Context: an optimization exercise on an open-source flow, tuned for small area, a short achievable clock period and few clock cycles per item. The choices shown serve that exercise and are no tape-out recipe.
Function was checked by simulation only, so behaviour that the tests miss may differ from the original.

==> flow/design.v (excerpt) <==
module position_velocity_kalman_filter (
	input  logic                   clk,
	input  logic                   arst_n,
	input  logic                   cfg_we,
	input  logic [1:0]             cfg_index,
	input  logic [30:0]            cfg_data,
	input  logic                   in_valid,
	output logic                   in_stall,
	input  logic signed [31:0]     measurement,
	output logic                   out_valid,
	input  logic                   out_stall,
	output logic signed [31:0]     position_est,
	output logic signed [31:0]     velocity_est
);
	typedef logic signed [31:0] word_t;
	localparam word_t WORD_MAX = 32'sh7fffffff;
	localparam word_t WORD_MIN = 32'sh80000000;
	localparam word_t ONE      = 32'sh00010000;
	function automatic word_t sat_addsub(word_t a, word_t b, logic sub);
		logic [32:0] sum;
		sum = sub ? ({a[31], a} - {b[31], b}) : ({a[31], a} + {b[31], b});
		if (sum[32] != sum[31]) begin
			sat_addsub = sum[32] ? WORD_MIN : WORD_MAX;
		end else begin
			sat_addsub = sum[31:0];
		end
	endfunction
	localparam logic [3:0] OP_NONE = 4'd0;
	localparam logic [3:0] OP_A    = 4'd1;    
	localparam logic [3:0] OP_D    = 4'd2;    
	localparam logic [3:0] OP_B    = 4'd3;    
	localparam logic [3:0] OP_E    = 4'd4;    
	localparam logic [3:0] OP_C    = 4'd5;    
	localparam logic [3:0] OP_G    = 4'd6;    
	localparam logic [3:0] OP_F    = 4'd7;    
	localparam logic [3:0] OP_POS  = 4'd8;    
	localparam logic [3:0] OP_VEL  = 4'd9;    
	localparam logic [3:0] OP_XP   = 4'd10;   
	localparam logic [3:0] OP_LO   = 4'd11;   
	localparam logic [3:0] D_IDLE  = 4'd0;
	localparam logic [3:0] D_RUN   = 4'd2;
	localparam logic [3:0] D_SLOW1 = 4'd3;
	localparam logic [3:0] D_SLOW2 = 4'd4;
	localparam logic [3:0] D_SLOW3 = 4'd5;
  ...
make LEC_CHECK=0 ABC_AREA=1 ABC_CLOCK_PERIOD_IN_PS=6000 CAP_MARGIN=20 CORE_MARGIN=2 CORE_UTILIZATION=40 PLACE_DENSITY=0.6 SETUP_SLACK_MARGIN=5 SLEW_MARGIN=20 TNS_END_PERCENT=10 finish   # period 12.0 ns
run.sh (not shown) runs the stock make flow with config.mk's settings and CLKGATE_MAP_FILE= SYNTH_SCRIPT=/design/flow/synth_recipe.tcl, a recipe that flattens the netlist after the stock synthesis.
The starting point completed without violations.
Testbench counts at the start, summed over its fixed seeds: cycles 16,456, items 1,024.
Next try:
--- a/flow/design.v
+++ b/flow/design.v
@@ -169,22 +169,22 @@
 			OP_C:           acc_x = p01_q;
 			OP_G, OP_F:     acc_x = p00_q;
 			OP_POS, OP_XP:  acc_x = pos_q;
 			OP_VEL:         acc_x = vel_q;
 			default:        acc_x = '0;
 		endcase
 	end
-	assign acc = sat_addsub(acc_x, m, acc_sub);
+	logic [32:0] acc_raw;
+	assign acc_raw = acc_sub ? ({acc_x[31], acc_x} - {m[31], m}) : ({acc_x[31], acc_x} + {m[31], m});
+	assign acc     = (acc_raw[32] != acc_raw[31]) ? (acc_raw[32] ? WORD_MIN : WORD_MAX) : acc_raw[31:0];
 	logic [33:0] f_sum;
 	logic [34:0] g_sum;
-	logic [32:0] e_sum;
 	word_t       a00_val, s_val, s_min;
 	logic        e_low;
-	assign e_sum   = {p00_q[31], p00_q} + {m[31], m};
-	assign e_low   = e_sum[32] && !e_sum[31];
+	assign e_low   = acc_raw[32] && !acc_raw[31];
 	assign f_sum   = {{2{p00_q[31]}}, p00_q} + {{2{m[31]}}, m} + {3'b0, qp_q};
 	assign g_sum   = {{3{p00_q[31]}}, p00_q} + {{3{m[31]}}, m} + {4'b0, qp_q} + {4'b0, r_q};
 	assign s_min   = word_t'({1'b1, qp_q}) + word_t'({1'b0, r_q});
 	assign a00_val = e_low ? word_t'({1'b1, qp_q}) :
 		((f_sum[33:31] != 3'b000 && !f_sum[33]) ? WORD_MAX : f_sum[31:0]);
 	assign s_val   = e_low ? s_min :
 		((g_sum[34:31] != 4'b0000 && !g_sum[34]) ? WORD_MAX : g_sum[31:0]);
After rerunning:
- worst hold slack degrades by 0.0042 ns
- worst setup slack degrades by 0.60 ns
- first-iteration DRC count decreases by a few percent
- wire length decreases slightly
- via count decreases by a few percent
Testbench counts after the change, summed over its fixed seeds: cycles 16,456, items 1,024.

re-timing with driven ports:
Ports are ideal in the flow. The routed layouts listed here were re-timed in OpenROAD.
Step 1 assumes that a clkbuf_16 drives the clock port and a buf_2 every other input.
Step 2 also shifts input and output timing later by t, the mid clock arrival at the registers, as if the neighbouring blocks saw the same clock.
Three values: no drivers, after step 1, after step 2; two values: the first two.
run	t (ns)	slack for setup (ns)	slew at the worst register clock pin (ns)	pins driven straight from the clock port
the first run	0.871	4.754 / 4.754 / 4.501	0.07 / 0.07	1
the second run	0.879	4.157 / 4.157 / 4.157	0.07 / 0.07	1
After both steps setup and hold are still met in every run listed. The setup slack of the first run, which loses most, moves by 0.000 ns with the drivers and by -0.253 ns with both steps.
